From an optimization exercise on the open Yosys and OpenROAD flow, aimed at small area, a short achievable clock period and few clock cycles per item; shortcuts taken in it are not production practice. In this exercise RTL edits were held to simulation tests only and were not proved equivalent to the original. Power is estimated from default activity; no workload was simulated.

$ cat design/flow/flow/run.sh
#!/bin/bash
# Standard layout, with plain buf_1 cells as the port buffers instead of the
# delay-cell buffers buffer_ports picks by default.
set -euo pipefail
bash standard.sh 'BUFFER_PORTS_ARGS=-buffer_cell sky130_fd_sc_hd__buf_1' finish > flow.log 2>&1
$ cat design/flow/config.mk
export PLATFORM = sky130hd
export DESIGN_NAME = lsuOutUnit
export DESIGN_NICKNAME = lsuOutUnit
export VERILOG_FILES = /design/flow/design.v
export SDC_FILE = /design/flow/constraint.sdc
export NUM_CORES = 4
export LEC_CHECK = 0
export CAP_MARGIN = 20
export CORE_AREA = 4 4 396 396
export DIE_AREA = 0 0 400 400
export PLACE_DENSITY = 0.35
export SETUP_SLACK_MARGIN = 2.9
export SLEW_MARGIN = 20
export SYNTH_HIERARCHICAL = 1
export TNS_END_PERCENT = 0
$ cat design/flow/standard.sh
#!/bin/bash
# synth_recipe.tcl (not shown) runs the flow's synth.tcl, then flattens the netlist and writes it again
# the make line also repeats each setting of config.mk as NAME=value (left out here)
make -C /OpenROAD-flow-scripts/flow DESIGN_CONFIG=/design/flow/config.mk WORK_HOME=/design/flow/orfs CLKGATE_MAP_FILE= SYNTH_SCRIPT=/design/flow/synth_recipe.tcl "${@:-finish}"
$ cat design/flow/design.v
package lsuOutPkg;
	localparam int ADDR_WIDTH = 32;
	localparam int WORD_BYTES = 4;
	localparam int SEGMENT_BYTES = 64;
	localparam int SEGMENT_WORDS = SEGMENT_BYTES / WORD_BYTES;
	localparam int WORD_INDEX_WIDTH = $clog2(SEGMENT_WORDS);
	localparam int BYTE_OFFSET_WIDTH = $clog2(WORD_BYTES);
	localparam int SEGMENT_WIDTH = ADDR_WIDTH - WORD_INDEX_WIDTH - BYTE_OFFSET_WIDTH;
	typedef logic [SEGMENT_WIDTH-1:0] segmentAddr_t;
	typedef logic [WORD_BYTES*8-1:0] word_t;
	typedef logic [SEGMENT_BYTES-1:0] byteMask_t;
	typedef logic [SEGMENT_BYTES*8-1:0] line_t;
	typedef logic [4:0] warpId_t;
	typedef logic [4:0] regId_t;
	typedef union packed {
		logic [ADDR_WIDTH-1:0] raw;
		struct packed {
			segmentAddr_t segment;
			logic [WORD_INDEX_WIDTH-1:0] wordIndex;
			logic [BYTE_OFFSET_WIDTH-1:0] byteOffset;
		} field;
	} laneAddr_u;
endpackage
module laneSelector #(
	parameter int NUM_LANES = 8
) (
	input logic [NUM_LANES-1:0] reqLaneMask_i,
	input logic [NUM_LANES*32-1:0] reqAddr_i,
	input logic reqWrite_i,
	output logic [lsuOutPkg::SEGMENT_WORDS-1:0][NUM_LANES-1:0] sel_o,
	output logic [lsuOutPkg::SEGMENT_WORDS-1:0] wordValid_o,
	output lsuOutPkg::segmentAddr_t segment_o
);
	localparam int WORDS = lsuOutPkg::SEGMENT_WORDS;
	logic [WORDS-1:0][NUM_LANES-1:0] hit;
	always_comb begin
		for (int w = 0; w < WORDS; w++) begin
			for (int i = 0; i < NUM_LANES; i++) begin
				hit[w][i] = reqLaneMask_i[i]
					&& (reqAddr_i[32*i+lsuOutPkg::BYTE_OFFSET_WIDTH +: lsuOutPkg::WORD_INDEX_WIDTH] == w);
			end
		end
		for (int w = 0; w < WORDS; w++) begin
			wordValid_o[w] = |hit[w];
			for (int i = 0; i < NUM_LANES; i++) begin
				sel_o[w][i] = hit[w][i] && reqWrite_i;
				for (int j = i + 1; j < NUM_LANES; j++) begin
					if (hit[w][j]) sel_o[w][i] = 1'b0;
				end
			end
		end
	end
	always_comb begin
		segment_o = '0;
		for (int i = NUM_LANES - 1; i >= 0; i--) begin
			if (reqLaneMask_i[i]) begin
				segment_o = reqAddr_i[32*i+32-lsuOutPkg::SEGMENT_WIDTH +: lsuOutPkg::SEGMENT_WIDTH];
			end
		end
	end
endmodule
module segmentLineBuffer #(
	parameter int NUM_LANES = 8
) (
	input logic [lsuOutPkg::SEGMENT_WORDS-1:0][NUM_LANES-1:0] sel_i,
	input logic [NUM_LANES*32-1:0] laneData_i,
	output lsuOutPkg::line_t lineData_o
);
	always_comb begin
		for (int w = 0; w < lsuOutPkg::SEGMENT_WORDS; w++) begin
			lineData_o[w*32 +: 32] = '0;
			for (int i = 0; i < NUM_LANES; i++) begin
				lineData_o[w*32 +: 32] = lineData_o[w*32 +: 32] | ({32{sel_i[w][i]}} & laneData_i[32*i +: 32]);
			end
		end
	end
endmodule
module lsuOutUnit #(
	parameter int NUM_LANES = 8
) (
	input logic clk,
	input logic reset,
	input logic reqValid_i,
	input logic [NUM_LANES-1:0] reqLaneMask_i,
	input logic [NUM_LANES*32-1:0] reqAddr_i,
	input logic [NUM_LANES*32-1:0] reqData_i,
	input logic [4:0] reqWarp_i,
	input logic [4:0] reqReg_i,
	input logic reqWrite_i,
	output logic lsuBusy_o,
	input logic memReady_i,
	output logic memReq_o,
	output logic [25:0] memAddr_o,
	output logic [63:0] memByteMask_o,
	output logic [511:0] memData_o,
	output logic [4:0] memWarp_o,
	output logic [4:0] memReg_o,
	output logic memWrite_o
);
	logic [lsuOutPkg::SEGMENT_WORDS-1:0][NUM_LANES-1:0] sel;
	logic [lsuOutPkg::SEGMENT_WORDS-1:0] wordValid;
	lsuOutPkg::segmentAddr_t segment;
	logic [lsuOutPkg::SEGMENT_WORDS-1:0] wordValidQ;
	lsuOutPkg::line_t line;
	assign lsuBusy_o = !memReady_i;
	laneSelector #(
		.NUM_LANES(NUM_LANES)
	) i_laneSelector (
		.reqLaneMask_i(reqLaneMask_i),
		.reqAddr_i(reqAddr_i),
		.reqWrite_i(reqWrite_i),
		.sel_o(sel),
		.wordValid_o(wordValid),
		.segment_o(segment)
	);
	segmentLineBuffer #(
		.NUM_LANES(NUM_LANES)
	) i_segmentLineBuffer (
		.sel_i(sel),
		.laneData_i(reqData_i),
		.lineData_o(line)
	);
	always_ff @(posedge clk) begin
		if (reset) begin
			memReq_o <= 1'b0;
		end else begin
			memReq_o <= reqValid_i && memReady_i && (|reqLaneMask_i);
		end
	end
	always_ff @(posedge clk) begin
		wordValidQ <= wordValid;
		memData_o <= line;
		memAddr_o <= segment;
		memWarp_o <= reqWarp_i;
		memReg_o <= reqReg_i;
		memWrite_o <= reqWrite_i;
	end
	always_comb begin
		for (int w = 0; w < lsuOutPkg::SEGMENT_WORDS; w++) begin
			memByteMask_o[w*lsuOutPkg::WORD_BYTES +: lsuOutPkg::WORD_BYTES] = {lsuOutPkg::WORD_BYTES{wordValidQ[w]}};
		end
	end
endmodule
$ cat design/flow/constraint.sdc
create_clock -name core_clock -period 5.5 [get_ports {clk}]
set_input_delay 1.1000 -clock core_clock [delete_from_list [all_inputs] [get_ports {clk}]]
set_output_delay 1.1000 -clock core_clock [all_outputs]
set_load 0.01 [all_outputs]
==> impl_metrics.csv, run 1 <==
group,metric,value,unit
run_status,status,"complete, no violations",
layout,layout_commonest_cell,"a22oi_1",
worst_hold_path,hold_class,"primary input to register",
routing,num_vias,56130,
timing,fin_ws,2580,ps
die,die_w,400,um
clocking,cts_buffer_depth,3,
layout,syn2layout_area_growth,20.7,%
placement,portBuffers,1133,
die,ioPinCount,1150,
routing,drt_iter0_drc,11889,
clocking,cts.sinks,566,
routing,wl_per_cell,51.0,um
critical_path,crit_fanout,20,
global_routing,grt_remaining_overflow,0,
yosys,synth_nets,5285,
critical_path,cp.arrival,3550,ps
pwr,p_leak,15.7,nW
yosys,yosysUniqueCellTypes,64,
timing,clock.fmax,0.342,GHz
placement,dp_hpwl,252000,um
clocking,htree_levels,3,
die,num_rows,143,
placement,dp_slack,755,ps
die,die_area,160000,sq um
timing,period_share,53.2,%
routing,ant_nets,0,
global_routing,antenna_found_initial,88,
timing,tightest_slew,1400,ps
timing,finalSetupTns,0,ps
layout,final-instance-count-excl-fill,7544,
yosys,synth-async-reset-ratio,0,%
layout,fill_cells,16299,
layout,layout.nets,5944,
yosys,yosys_warnings,9,
placement,placed_cell_area,44400,sq um
routing,firstDrtPassIters,12,
layout,fin_util,32.8,%
layout,final_cell_mix,"a22oi_1 (2061), buf_1 (1087), dfxtp_1 (566)",
placement,place_inst,7211,
yosys,ys_seq_area_share,27.4,%
layout,stdcell_area,50000,sq um
global_routing,grt_usage,45.3,%
pwr,ir_worst_vdd,0.203,mV
critical_path,required,6130,ps
clocking,ctsRootBufferMaster,"clkbuf_16",
global_routing,grt_pass1_wl,500000,um
yosys,synth_ff_type,"dfxtp_1",
die,core_area,152000,sq um
timing,slew_headroom,6.83,%
die,die-height,400,um
yosys,yosys.area.top_type,"a22oi_1",
global_routing,grt_max_degree,57,
worst_hold_path,min_to,"memWarp_o[0]",
timing,whs,480,ps
yosys,yosysTopAreaCellShare,37.4,%
worst_hold_path,whs_path_depth,1,
clocking,numCtsBuffers,77,
critical_path,end_kind,"register",
timing,period_needed,2920,ps
clocking,cts_tree,"yes",
layout,drive_gt1_share,16.5,%
yosys,synth_edf_count,0,
timing,drv_slew,0,
yosys,avgSynthCellArea,8.72,sq um
critical_path,crit_path_start_kind,"primary input",
pwr,power,12.7,mW
global_routing,grt_pass1_vias,52657,
routing,drc,0,
routing,via_per_inst,7.44,
placement,place.gp.congestion,0.955,
routing,wl,385000,um
timing,rsz0062_at_grt,"true",
critical_path,path_class,"primary input to register",
timing,hold_viol_final,0,
pwr,powerDensity,254,nW/um^2
flow_run,maxCapViolCount,0,
clocking,clkSlewWorstSetupHoldPaths,60,ps
timing,setup_viol_count_final,0,
die,initial_core_util,27.2,%
yosys,netlist_instances,4750,
worst_hold_path,min_from,"reqWarp_i[0]",
yosys,synth_area_leaders,"a22oi_1 (37%), dfxtp_1 (27%), buf_6 (10%)",
yosys,synth_area,41400,sq um
yosys,ys_seq_elements,566,
## routing by layer
layer	track usage, %	routed length [um]	up-vias
met1	54.5	140000	27833
met2	64.7	157000	5983
li1	-	-	20639
met5	0.554	509	-
met4	31.2	33400	56
met3	19.6	53800	1619
## worst max-delay path: stages
cell,delay [ps]
buf_2,300
nand2b_4,160
buf_4,180
buf_4,180
nor2_4,620
buf_4,610
a22oi_1,140
nand4_1,200
## where the power goes
group	leakage, nW	internal, mW	switching, mW
Sequential	4.61	4.30	0.149
Clock	1.38	3.49	2.35
Combinational	9.65	0.562	1.81
## how the worst max path moves through the flow
stage | start | endpoint | slack, ps | cells after the start
6_report | reqAddr_i[229] | memData_o[423] | 2580 | 8
5_1_grt | reqLaneMask_i[3] | memData_o[43] | 2630 | 10
4_1_cts | reqAddr_i[226] | memData_o[410] | 2770 | 9
3_5_place_dp | reqLaneMask_i[3] | memData_o[366] | 760 | 9
3_3_place_gp | reqLaneMask_i[3] | memData_o[366] | 770 | 9
2_1_floorplan | reqLaneMask_i[5] | memData_o[223] | 2680 | 8
## area by class of cell
cell class                 instances  area [sq um]  share of cell area [%]
sequential                       566         11300                    22.7
clock inverter                    44           696                    1.39
tap                             2030          2540                    5.08
antenna                           42           105                   0.210
multi-input combinational       3166         24200                    48.4
timing repair buffer            1592          8960                    17.9
inverter                           6          22.5                  0.0451
clock buffer                      98          2150                    4.30
## registers in the layout (all words and copies together), names as in the netlist
signal	cells
memAddr_o	26
memData_o	512
memReg_o	5
memReq_o	1
memWarp_o	5
memWrite_o	1
wordValidQ	16
## repair_timing
item,CTS,global route
hold endpoints to repair,0,0
buffers inserted,122,15
setup endpoints to repair,559,522
pin swaps,72,16
gates resized for setup,249,37
hold buffers,0,0
cloned,6,0
## logic make-up (layout without fill, tap and decap cells)
group / after synthesis / count (layout) / synth area share, %
AO/OA/AOI/OAI: 2281 / 2281 / 41.6
buffers and inverters: 1020 / 1740 / 18.3
AND/OR/NAND/NOR: 883 / 885 / 12.8
flip-flops: 566 / 566 / 27.4
other: 0 / 42 / 0
## synthesized netlist by cell type (6+ instances only)
| library cell | instances |
|---|---|
| nand2_1 | 66 |
| o221a_2 | 25 |
| dfxtp_1 | 566 |
| nor4_1 | 34 |
| buf_2 | 516 |
| a21oi_1 | 30 |
| nand3b_1 | 13 |
| nor3b_1 | 13 |
| nand3_1 | 25 |
| or2_2 | 8 |
| buf_4 | 80 |
| clkbuf_1 | 38 |
| o221ai_1 | 26 |
| nor4b_1 | 6 |
| a22oi_2 | 10 |
| and3b_1 | 7 |
| a211oi_1 | 7 |
| nor2_1 | 59 |
| nand4_1 | 517 |
| nor3_1 | 60 |
| nor2b_1 | 11 |
| o22ai_1 | 47 |
| or3_1 | 7 |
| buf_6 | 371 |
| a221oi_1 | 29 |
| nand2b_1 | 19 |
| a22oi_1 | 2065 |
| o21ai_0 | 11 |
Testbench counts, summed over its fixed seeds: cycles 3,535, items 3,200.
==> run 2: changes to the inputs <==
--- a/design/flow/config.mk
+++ b/design/flow/config.mk
@@ -6,10 +6,10 @@
 export NUM_CORES = 4
 export LEC_CHECK = 0
-export CAP_MARGIN = 20
+export CAP_MARGIN = 40
 export CORE_AREA = 4 4 396 396
 export DIE_AREA = 0 0 400 400
 export PLACE_DENSITY = 0.35
 export SETUP_SLACK_MARGIN = 2.9
-export SLEW_MARGIN = 20
+export SLEW_MARGIN = 30
 export SYNTH_HIERARCHICAL = 1
 export TNS_END_PERCENT = 0
==> run 2 against run 1 <==
Core utilization increased by 1.1 points. Clock-buffer cell count increased by 7. Clock power decreased by 4.8%. Still clean. Synthesized area unchanged. First-iteration DRC count decreased by 4.5%. Design area increased by 3.4%. Non-clock buffer count increased by 149. Wire length increased by 0.50%. Power decreased by 1.3%.
==> impl_metrics.csv, run 2 <==
group,metric,value,unit
timing,whs,472,ps
placement,dp_hpwl,258000,um
routing,wl,387000,um
routing,num_vias,57300,
timing,tightest_slew,961,ps
yosys,yosysUniqueCellTypes,64,
timing,period_share,52.5,%
timing,period_needed,2890,ps
layout,stdcell_area,51700,sq um
critical_path,crit_path_start,"reqAddr_i[98]",
pwr,p_int,8.22,mW
die,die_w,400,um
critical_path,crit_path_cell_trace,"clkbuf_2, nand3b_1, buf_6, o22ai_4, a21oi_2, and3b_2, buf_8, a22oi_2, nand4_1",
timing,hold_viol_final,0,
yosys,yosys.area.top_type,"a22oi_1",
run_status,status,"complete, no violations",
critical_path,crit_path_start_kind,"primary input",
die,die-height,400,um
clocking,numCtsBuffers,76,
layout,largest_register_ffs,512,
worst_hold_path,min_from,"reqWarp_i[1]",
global_routing,grt_max_degree,57,
global_routing,grt_pass1_vias,52865,
pwr,pwr-share-seq,35.6,%
placement,place_inst,7317,
layout,reg_top3,"memData_o x512, memAddr_o x26, wordValidQ x16",
timing,setup_viol_count_final,0,
timing,clock.fmax,0.347,GHz
yosys,netlist_instances,4750,
routing,drt_iter0_drc,11349,
placement,place.gp.congestion,0.955,
yosys,synth_area_leaders,"a22oi_1 (37%), dfxtp_1 (27%), buf_6 (10%)",
pwr,powerDensity,242,nW/um^2
critical_path,end_kind,"register",
die,initial_core_util,27.2,%
layout,final-instance-count-excl-fill,7704,
pwr,ir_worst_vdd,0.250,mV
critical_path,crit_fanout,13,
clocking,htree_levels,3,
die,die_area,160000,sq um
yosys,ys_seq_elements,566,
yosys,synth_ff_type,"dfxtp_1",
layout,syn2layout_area_growth,24.7,%
die,num_rows,143,
timing,fin_ws,2610,ps
yosys,yosys_warnings,9,
pwr,clkPwrFrac,44.5,%
global_routing,grt_pass1_wl,497000,um
routing,firstDrtPassIters,11,
layout,final_cell_mix,"a22oi_1 (2048), buf_1 (1016), dfxtp_1 (566)",
placement,placed_cell_area,45600,sq um
yosys,yosys-top-cells-count,"a22oi_1 (2065), dfxtp_1 (566), nand4_1 (517)",
yosys,synth_nets,5285,
critical_path,required,5890,ps
clocking,ctsRootBufferMaster,"clkbuf_16",
yosys,synth_area,41400,sq um
clocking,cts_tree,"yes",
placement,portBuffers,1133,
layout,layout_commonest_cell,"a22oi_1",
pwr,p_leak,16.6,nW
clocking,clkSlewWorstSetupHoldPaths,60,ps
die,ioPinCount,1150,
pwr,switching_share,34.2,%
clocking,cts.sinks,566,
yosys,avgSynthCellArea,8.72,sq um
timing,drv_slew,0,
routing,drc,0,
critical_path,cp.buffers_inverters,3,
routing,ant_nets,0,
critical_path,slowest_stage,"nand4_1",
routing,via_per_inst,7.44,
critical_path,path_class,"primary input to register",
yosys,synth-async-reset-ratio,0,%
pwr,power,12.5,mW
critical_path,path_delay_family,"simple AND/OR/NAND/NOR gates",
layout,fin_util,33.9,%
layout,regMostFlops,"memData_o",
pwr,combinationalPowerShare,20.0,%
global_routing,antenna_found_initial,94,
yosys,yosysTopAreaCellShare,37.4,%
die,core_area,152000,sq um
global_routing,grt_usage,44.9,%
layout,drive_gt1_share,20.2,%
yosys,ys_seq_area_share,27.4,%
worst_hold_path,hold_class,"primary input to register",
placement,dp_slack,737,ps
timing,finalSetupTns,0,ps
yosys,post-synth-top-count-cell,"a22oi_1",
critical_path,cp.arrival,3280,ps
layout,layout.nets,6091,
flow_run,maxCapViolCount,0,
layout,fill_cells,16253,
routing,wl_per_cell,50.2,um
yosys,synth_edf_count,0,
clocking,cts_buffer_depth,3,
global_routing,grt_remaining_overflow,0,
timing,rsz0062_at_grt,"true",
critical_path,cp_slowest_stage_delay,460,ps
timing,slew_headroom,36.0,%
pwr,switching_power,4.28,mW
-- run 2: final timing paths --
path | endpoint | slack, ps | depth (start not counted)
setup / recovery | memData_o[346] | 2610 | 9
hold / removal | memWarp_o[1] | 470 | 1
-- run 2: cell families after synthesis --
group | synth area share (%)
AOI/OAI and AO/OA | 41.6
buffers and inverters | 18.3
and+or+nand+nor | 12.8
DFF | 27.4
-- run 2: repair_timing --
action / CTS / global route
pin swaps: 45 / 48
hold buffers: 0 / 0
setup buffers: 80 / 73
gates resized for setup: 182 / 207
setup endpoints to repair: 538 / 495
gates cloned: 3 / 7
-- run 2: cell type report --
class | instances | area [sq um] | share of cell area (%)
Timing Repair Buffer | 1741 | 10600 | 20.5
Inverter | 6 | 26.3 | 0.0509
Clock inverter | 35 | 526 | 1.02
Clock buffer | 105 | 2170 | 4.21
Sequential cell | 566 | 11300 | 21.9
Multi-Input combinational cell | 3165 | 24300 | 47.1
Antenna cell | 56 | 140 | 0.271
Tap cell | 2030 | 2540 | 4.92
-- run 2: per-layer routing --
| metal | wire length [um] | track usage [%] | up-vias | share of wire (%) |
|---|---|---|---|---|
| li1 | - | - | 20964 | - |
| met1 | 139000 | 53.4 | 28340 | 36 |
| met2 | 155000 | 63.8 | 6166 | 40 |
| met3 | 54900 | 20.0 | 1778 | 14 |
| met4 | 36600 | 32.6 | 52 | 9.5 |
| met5 | 405 | 0.585 | - | 0.10 |
-- run 2: power by group through the flow --
stage	registers [mW]	clock network [mW]	logic, mW
3_3_place_gp	4.53	0	2.12
3_5_place_dp	4.53	0	2.20
6_report	4.45	5.56	2.50
5_1_grt	4.45	5.76	2.49
4_1_cts	4.44	5.62	2.27
2_1_floorplan	4.55	0	1.24
==> run 3: changes to the inputs <==
--- a/design/flow/config.mk
+++ b/design/flow/config.mk
@@ -9,7 +9,7 @@
 export CORE_AREA = 4 4 396 396
 export DIE_AREA = 0 0 400 400
-export PLACE_DENSITY = 0.35
-export SETUP_SLACK_MARGIN = 2.9
+export PLACE_DENSITY = 0.45
+export SETUP_SLACK_MARGIN = 3.0
 export SLEW_MARGIN = 30
 export SYNTH_HIERARCHICAL = 1
-export TNS_END_PERCENT = 0
+export TNS_END_PERCENT = 5
==> run 3 against run 2 <==
Still clean on timing, DRC and antenna. Combinational power hardly changed. Maximum frequency is 0.56% lower. Sequential cell count stayed put. Wire length is 2.1% lower. Sequential power hardly changed. Non-clock buffer count is 90 higher. Synthesized cell count stayed put. Synthesized area stayed put. First-iteration DRC count is 24% higher. Global-route usage is 1.3 points lower. Clock-buffer cell count is 14 lower. Power is 0.72% lower.
==> impl_metrics.csv, run 3 <==
group,metric,value,unit
yosys,synth_ff_type,"dfxtp_1",
global_routing,use_met2,60.5,%
routing,wl,378000,um
placement,portBuffers,1133,
yosys,yosysTopAreaCellShare,37.4,%
timing,period_share,52.8,%
worst_hold_path,min_from,"reqReg_i[1]",
routing,firstDrtPassIters,19,
global_routing,grt_pass1_wl,488000,um
critical_path,cpMostUsedCell,"buf_4",
global_routing,grt_max_degree,55,
worst_hold_path,min_to,"memReg_o[1]",
layout,reg_top3,"memData_o x512, memAddr_o x26, wordValidQ x16",
yosys,ys_seq_elements,566,
timing,drv_slew,0,
global_routing,antenna_found_initial,112,
die,initial_core_util,27.2,%
layout,fill_cells,15985,
routing,drc,0,
timing,tightest_slew,1010,ps
placement,place_inst,7300,
layout,final-instance-count-excl-fill,7798,
die,die_area,160000,sq um
routing,wl_per_cell,48.5,um
die,die-height,400,um
yosys,synth_edf_count,0,
worst_hold_path,whs_path_depth,1,
timing,period_needed,2900,ps
routing,num_vias,58988,
pwr,powerDensity,233,nW/um^2
routing,drt_iter0_drc,14108,
critical_path,crit_path_cell_trace,"buf_4, nand3_2, or3b_4, nor3b_2, and4b_4, buf_4, a22oi_1, nand4_1",
timing,rsz0062_at_grt,"true",
yosys,netlist_instances,4750,
global_routing,grt_remaining_overflow,0,
routing,via_per_inst,7.56,
yosys,synth_area_leaders,"a22oi_1 (37%), dfxtp_1 (27%), buf_6 (10%)",
timing,clock.fmax,0.345,GHz
global_routing,grt_use_met3,24.2,%
timing,hold_viol_final,0,
clocking,ctsRootBufferMaster,"clkbuf_16",
die,core_area,152000,sq um
global_routing,grt_usage,43.6,%
layout,layout_commonest_cell,"a22oi_1",
critical_path,end_kind,"register",
clocking,clkSlewWorstSetupHoldPaths,60,ps
die,ioPinCount,1150,
clocking,numCtsBuffers,71,
layout,syn2layout_area_growth,28.4,%
yosys,synth_area,41400,sq um
clocking,cts.sinks,566,
clocking,cts_buffer_depth,3,
yosys,yosys-top-cells-count,"a22oi_1 (2065), dfxtp_1 (566), nand4_1 (517)",
pwr,ir_worst_vdd,0.219,mV
layout,largest_register_ffs,512,
critical_path,path_class,"primary input to register",
yosys,avgSynthCellArea,8.72,sq um
pwr,power,12.4,mW
global_routing,gr-max-usage-layer,"met2",
critical_path,required,5910,ps
yosys,yosys_warnings,9,
global_routing,grt_util_met1,49.3,%
placement,dp_hpwl,242000,um
clocking,cts_hold_buf,0,
routing,ant_nets,0,
layout,final_cell_mix,"a22oi_1 (2042), buf_1 (1036), dfxtp_1 (563)",
timing,finalSetupTns,0,ps
layout,drive_gt1_share,21.2,%
timing,fin_ws,2600,ps
timing,setup_viol_count_final,0,
flow_run,maxCapViolCount,0,
yosys,ys_seq_area_share,27.4,%
layout,layout.nets,6175,
yosys,yosys.area.top_type,"a22oi_1",
die,die_w,400,um
critical_path,crit_fanout,10,
critical_path,cp.arrival,3310,ps
yosys,synth-async-reset-ratio,0,%
global_routing,grt_pass1_vias,53952,
yosys,yosysUniqueCellTypes,64,
layout,fin_util,34.9,%
die,num_rows,143,
critical_path,path_delay_family,"simple AND/OR/NAND/NOR gates",
timing,slew_headroom,32.7,%
placement,place.gp.congestion,0.997,
clocking,htree_levels,3,
critical_path,crit_path_start_kind,"primary input",
layout,regMostFlops,"memData_o",
worst_hold_path,hold_class,"primary input to register",
critical_path,slowest_stage,"nand4_1",
critical_path,cp_slowest_stage_delay,470,ps
clocking,cts_tree,"yes",
run_status,status,"complete, no violations",
placement,dp_slack,935,ps
yosys,synth_nets,5285,
yosys,post-synth-top-count-cell,"a22oi_1",
critical_path,cp.buffers_inverters,2,
pwr,p_leak,17.3,nW
==> run 3: cell types whose count changed in the layout (fill, tap and decap cells not counted), sizes merged <==
cell / delta
inv: +2
and3: -1
bufbuf: +7
buf: +76
clkbuf: -7
bufinv: +2
clkinv: -1
diode: +16
==> run 3: power breakdown <==
part / switching, mW / internal, mW / total (mW) / leakage, nW
logic: 1.83 / 0.685 / 2.52 / 11.4
registers: 0.140 / 4.30 / 4.44 / 4.62
clock network: 2.26 / 3.20 / 5.46 / 1.27
total: 4.23 / 8.18 / 12.4 / 17.3
==> run 3: logic make-up after synthesis <==
| logic type | Yosys count | synth area share (%) |
|---|---|---|
| buffers and inverters | 1020 | 18.3 |
| DFF | 566 | 27.4 |
| and+or+nand+nor | 883 | 12.8 |
| AOI/OAI and AO/OA | 2281 | 41.6 |
==> run 3: worst max path at each step <==
stage,endpoint,from,depth (start not counted)
floorplan,memData_o[223],reqLaneMask_i[5],8
global placement,memData_o[114],reqLaneMask_i[0],7
detailed placement,memData_o[328],reqLaneMask_i[7],10
CTS,memData_o[250],reqAddr_i[197],10
global route,memData_o[149],reqAddr_i[98],11
finish,memData_o[464],reqAddr_i[132],8
==> run 3: final cells by class <==
class | count | area, sq um | area share (%)
multi-input cells | 3164 | 24500 | 46.0
repair buffers | 1831 | 12000 | 22.6
flip-flops and latches | 566 | 11300 | 21.3
well taps | 2030 | 2540 | 4.78
clock buffers | 91 | 2030 | 3.81
clock inverters | 38 | 592 | 1.11
diodes | 72 | 180 | 0.339
inverters | 6 | 22.5 | 0.0424
==> run 3: per-stage QoR <==
stage | hold WS, ps | area [sq um]
2_1_floorplan | 1130 | 42200
3_3_place_gp | 1190 | 44200
3_5_place_dp | 1190 | 45400
4_1_cts | 433 | 50800
5_1_grt | 448 | 53000
6_report | 458 | 53200
==> run 3: layer usage <==
layer  up-vias  share of wire (%)
met1     28228                 34
li1      21141                  -
met3      2377                 17
met4        72                 11
met5         -               0.22
met2      7170                 39
==> run 3: timing repair <==
action | 4_1_cts | 5_1_grt
setup buffers | 129 | 101
resized for setup | 284 | 163
endpoints found under the hold margin | 0 | 0
pin swaps | 86 | 66
gates cloned | 14 | 13
setup endpoints to repair | 564 | 507
==> run 4: changes to the inputs <==
--- a/design/flow/design.v
+++ b/design/flow/design.v
@@ -61,15 +61,17 @@
 endmodule
 module segmentLineBuffer #(
-	parameter int NUM_LANES = 8
+	parameter int NUM_LANES = 8,
+	parameter int BIT_LO = 0,
+	parameter int BITS = 32
 ) (
 	input logic [lsuOutPkg::SEGMENT_WORDS-1:0][NUM_LANES-1:0] sel_i,
 	input logic [NUM_LANES*32-1:0] laneData_i,
-	output lsuOutPkg::line_t lineData_o
+	output logic [lsuOutPkg::SEGMENT_WORDS*BITS-1:0] lineData_o
 );
 	always_comb begin
 		for (int w = 0; w < lsuOutPkg::SEGMENT_WORDS; w++) begin
-			lineData_o[w*32 +: 32] = '0;
+			lineData_o[w*BITS +: BITS] = '0;
 			for (int i = 0; i < NUM_LANES; i++) begin
-				lineData_o[w*32 +: 32] = lineData_o[w*32 +: 32] | ({32{sel_i[w][i]}} & laneData_i[32*i +: 32]);
+				lineData_o[w*BITS +: BITS] = lineData_o[w*BITS +: BITS] | ({BITS{sel_i[w][i]}} & laneData_i[32*i+BIT_LO +: BITS]);
 			end
 		end
@@ -104,7 +106,12 @@
 	lsuOutPkg::line_t line;
 	assign lsuBusy_o = !memReady_i;
+	logic [lsuOutPkg::SEGMENT_WORDS-1:0][NUM_LANES-1:0] selHi;
+	logic [lsuOutPkg::SEGMENT_WORDS-1:0] wordValidHi;
+	lsuOutPkg::segmentAddr_t segmentHi;
+	logic [lsuOutPkg::SEGMENT_WORDS*16-1:0] lineLo;
+	logic [lsuOutPkg::SEGMENT_WORDS*16-1:0] lineHi;
 	laneSelector #(
 		.NUM_LANES(NUM_LANES)
-	) i_laneSelector (
+	) i_laneSelectorLo (
 		.reqLaneMask_i(reqLaneMask_i),
 		.reqAddr_i(reqAddr_i),
@@ -114,11 +121,38 @@
 		.segment_o(segment)
 	);
+	laneSelector #(
+		.NUM_LANES(NUM_LANES)
+	) i_laneSelectorHi (
+		.reqLaneMask_i(reqLaneMask_i),
+		.reqAddr_i(reqAddr_i),
+		.reqWrite_i(reqWrite_i),
+		.sel_o(selHi),
+		.wordValid_o(wordValidHi),
+		.segment_o(segmentHi)
+	);
 	segmentLineBuffer #(
-		.NUM_LANES(NUM_LANES)
-	) i_segmentLineBuffer (
+		.NUM_LANES(NUM_LANES),
+		.BIT_LO(0),
+		.BITS(16)
+	) i_segmentLineBufferLo (
 		.sel_i(sel),
 		.laneData_i(reqData_i),
-		.lineData_o(line)
+		.lineData_o(lineLo)
 	);
+	segmentLineBuffer #(
+		.NUM_LANES(NUM_LANES),
+		.BIT_LO(16),
+		.BITS(16)
+	) i_segmentLineBufferHi (
+		.sel_i(selHi),
+		.laneData_i(reqData_i),
+		.lineData_o(lineHi)
+	);
+	always_comb begin
+		for (int w = 0; w < lsuOutPkg::SEGMENT_WORDS; w++) begin
+			line[w*32 +: 16] = lineLo[w*16 +: 16];
+			line[w*32+16 +: 16] = lineHi[w*16 +: 16];
+		end
+	end
 	always_ff @(posedge clk) begin
 		if (reset) begin
==> design/flow/config.mk (replaced) <==
export PLATFORM = sky130hd
export DESIGN_NAME = lsuOutUnit
export DESIGN_NICKNAME = lsuOutUnit
export VERILOG_FILES = /design/flow/design.v
export SDC_FILE = /design/flow/constraint.sdc
export NUM_CORES = 4
export LEC_CHECK = 0
export CAP_MARGIN = 20
export CORE_AREA = 4 4 396 396
export DIE_AREA = 0 0 400 400
export PLACE_DENSITY = 0.35
export SETUP_SLACK_MARGIN = 2.9
export SLEW_MARGIN = 20
export SYNTH_HIERARCHICAL = 1
export TNS_END_PERCENT = 0
==> run 4 against run 3 <==
Maximum frequency is 1.8% higher. Sequential power about the same. Design area up 1.1%. Synthesized cell count rose by 12%. Synthesized area up 13%. Critical path depth unchanged. Sequential cell count unchanged. Still clean on timing, DRC and antenna. Via count fell by 0.79%. Non-clock buffer count decreased by 105. Worst hold slack improved by 41 ps. Sequential share of layout area is 0.24 points lower. Clock-buffer cell count rose by 10.
==> impl_metrics.csv, run 4 <==
group,metric,value,unit
layout,reg_top3,"memData_o x512, memAddr_o x26, wordValidQ x16",
critical_path,crit_path_start_kind,"primary input",
routing,drc,0,
routing,firstDrtPassIters,10,
clocking,clkSlewWorstSetupHoldPaths,50,ps
routing,m1WireLength,133000,um
global_routing,grt_usage,41.3,%
die,die_w,400,um
die,ioPinCount,1150,
timing,clock.fmax,0.351,GHz
routing,wl_met3,51300,um
die,die-height,400,um
routing,highest_layer,"met5",
placement,place.gp.congestion,1.00,
routing,wl_per_cell,44.0,um
routing,drt_iter0_drc,10202,
timing,whs,499,ps
layout,regMostFlops,"memData_o",
global_routing,antenna_found_initial,57,
worst_hold_path,min_to,"memWarp_o[0]",
global_routing,grt_pass1_wl,471000,um
timing,hold_viol_final,0,
critical_path,path_class,"primary input to register",
yosys,yosys_warnings,10,
timing,drv_slew,0,
timing,tightest_slew,1370,ps
die,num_rows,143,
clocking,cts_tree,"yes",
placement,placed_cell_area,48200,sq um
critical_path,crit_fanout,16,
placement,place_inst,7717,
die,core_area,152000,sq um
clocking,cts_hold_buf,0,
routing,ant_nets,0,
yosys,synth_nets,5832,
worst_hold_path,min_from,"reqWarp_i[0]",
global_routing,grt_max_degree,55,
critical_path,cp.arrival,3250,ps
timing,finalSetupTns,0,ps
clocking,ctsRootBufferMaster,"clkbuf_16",
worst_hold_path,hold_class,"primary input to register",
critical_path,required,5900,ps
worst_hold_path,whs_path_depth,1,
placement,dp_hpwl,249000,um
layout,stdcell_area,53800,sq um
pwr,ir_worst_vdd,0.212,mV
routing,via_per_inst,7.27,
placement,portBuffers,1133,
die,die_area,160000,sq um
layout,final_cell_mix,"a22oi_1 (2015), buf_1 (1038), dfxtp_1 (565)",
layout,syn2layout_area_growth,14.9,%
run_status,status,"complete, no violations",
timing,setup_viol_count_final,0,
layout,largest_register_ffs,512,
die,initial_core_util,30.7,%
clocking,numCtsBuffers,76,
yosys,synth_area,46800,sq um
flow_run,maxCapViolCount,0,
yosys,netlist_instances,5297,
routing,wl,354000,um
layout,final-instance-count-excl-fill,8048,
clocking,cts.sinks,566,
clocking,cts_buffer_depth,3,
routing,num_vias,58522,
timing,period_needed,2850,ps
timing,period_share,51.8,%
pwr,powerDensity,237,nW/um^2
clocking,htree_levels,3,
timing,slew_headroom,8.48,%
pwr,p_leak,17.1,nW
timing,rsz0062_at_grt,"true",
timing,fin_ws,2650,ps
yosys,avgSynthCellArea,8.84,sq um
layout,layout_commonest_cell,"a22oi_1",
global_routing,grt_pass1_vias,55086,
layout,layout.nets,6454,
layout,drive_gt1_share,21.5,%
critical_path,end_kind,"register",
global_routing,grt_remaining_overflow,0,
routing,wl_met2,146000,um
placement,dp_slack,1040,ps
[run 4: worst max-delay path: stages]
cell	delay (ps)
buf_2	310
nand3_2	360
o22ai_1	370
a21oi_1	100
and3b_1	190
buf_4	210
a22oi_2	210
nand4_1	360
[run 4: how the worst max path moves through the flow]
stage                          end              from  slack, ps  cells past startpoint
finish              memData_o[357]     reqAddr_i[66]       2650                      8
global route        memData_o[260]  reqLaneMask_i[4]       2720                      9
CTS                 memData_o[272]  reqLaneMask_i[6]       2700                      8
detailed placement  memData_o[333]    reqAddr_i[228]       1040                      7
global placement    memData_o[333]    reqAddr_i[228]       1070                      7
floorplan           memData_o[326]    reqAddr_i[165]       2680                      9
[run 4: final cells by class]
cell class	count	area, sq um
Antenna cell	39	97.6
Clock buffer	101	2160
Clock inverter	37	509
Fill cell	16218	98500
Inverter	8	35.0
Multi-Input combinational cell	3541	27400
Sequential cell	566	11300
Tap cell	2030	2540
Timing Repair Buffer	1726	9740
[run 4: repair_timing]
action / 4_1_cts / 5_1_grt
pin swaps: 36 / 56
gates cloned: 3 / 3
gates resized for setup: 195 / 174
setup endpoints to repair: 567 / 516
setup buffers: 65 / 81
[run 4: where the power goes]
group          leakage, nW  switching, mW  internal (mW)
logic                 11.2           2.10          0.685
registers             4.62          0.148           4.30
clock network         1.30           2.24           3.28
total                 17.1           4.49           8.27
[run 4: layer usage]
layer | track usage [%] | up-vias
met2 | 60.0 | 5762
met1 | 51.6 | 29068
met5 | 1.45 | -
met4 | 20.3 | 26
met3 | 18.4 | 1267
li1 | - | 22399
[run 4: per-stage QoR]
| step | total power, mW | utilization [%] |
|---|---|---|
| finish | 12.8 | 35.3 |
| global route | 13.0 | 35.3 |
| CTS | 12.6 | 34.3 |
| detailed placement | 7.01 | 31.7 |
| global placement | 7.01 | 31.7 |
| floorplan | 5.91 | - |
Testbench counts of run 4, summed over its fixed seeds: cycles 3,535, items 3,200.

port drivers added, routing unchanged:
How much do the figures lean on ideal ports? The routed layouts below were timed once more, with nothing changed but the port constraints. Step 1 (the two cells are an assumption about what drives the block):
set clk [get_ports {clk}]
set_driving_cell -lib_cell sky130_fd_sc_hd__clkbuf_16 $clk
set_driving_cell -lib_cell sky130_fd_sc_hd__buf_2 [delete_from_list [all_inputs] $clk]
Step 2 times the ports against the registers' clock, not the clock port: input delays grow and output delays shrink by t, the midpoint of the rising clock arrivals with the driver on. Slacks: ideal / step 1 / step 2; pairs: ideal / step 1.
| run | t, ns | setup slack, ns | hold slack, ns | worst data-port slew with drivers (ns) |
|---|---|---|---|---|
| run 1 | 0.806 | 2.576 / 2.477 / 1.671 | 0.480 / 0.408 / 1.214 | 0.37 |
| run 2 | 0.819 | 2.614 / 2.480 / 1.661 | 0.472 / 0.393 / 1.212 | 0.34 |
| run 3 | 0.785 | 2.598 / 2.453 / 1.668 | 0.458 / 0.417 / 1.202 | 0.37 |
| run 4 | 0.778 | 2.650 / 2.544 / 1.765 | 0.499 / 0.435 / 1.214 | 0.24 |
After both steps setup and hold are still met in every run listed. The setup slack of run 2, which loses most, moves by -0.134 ns with the drivers and by -0.953 ns with both steps.
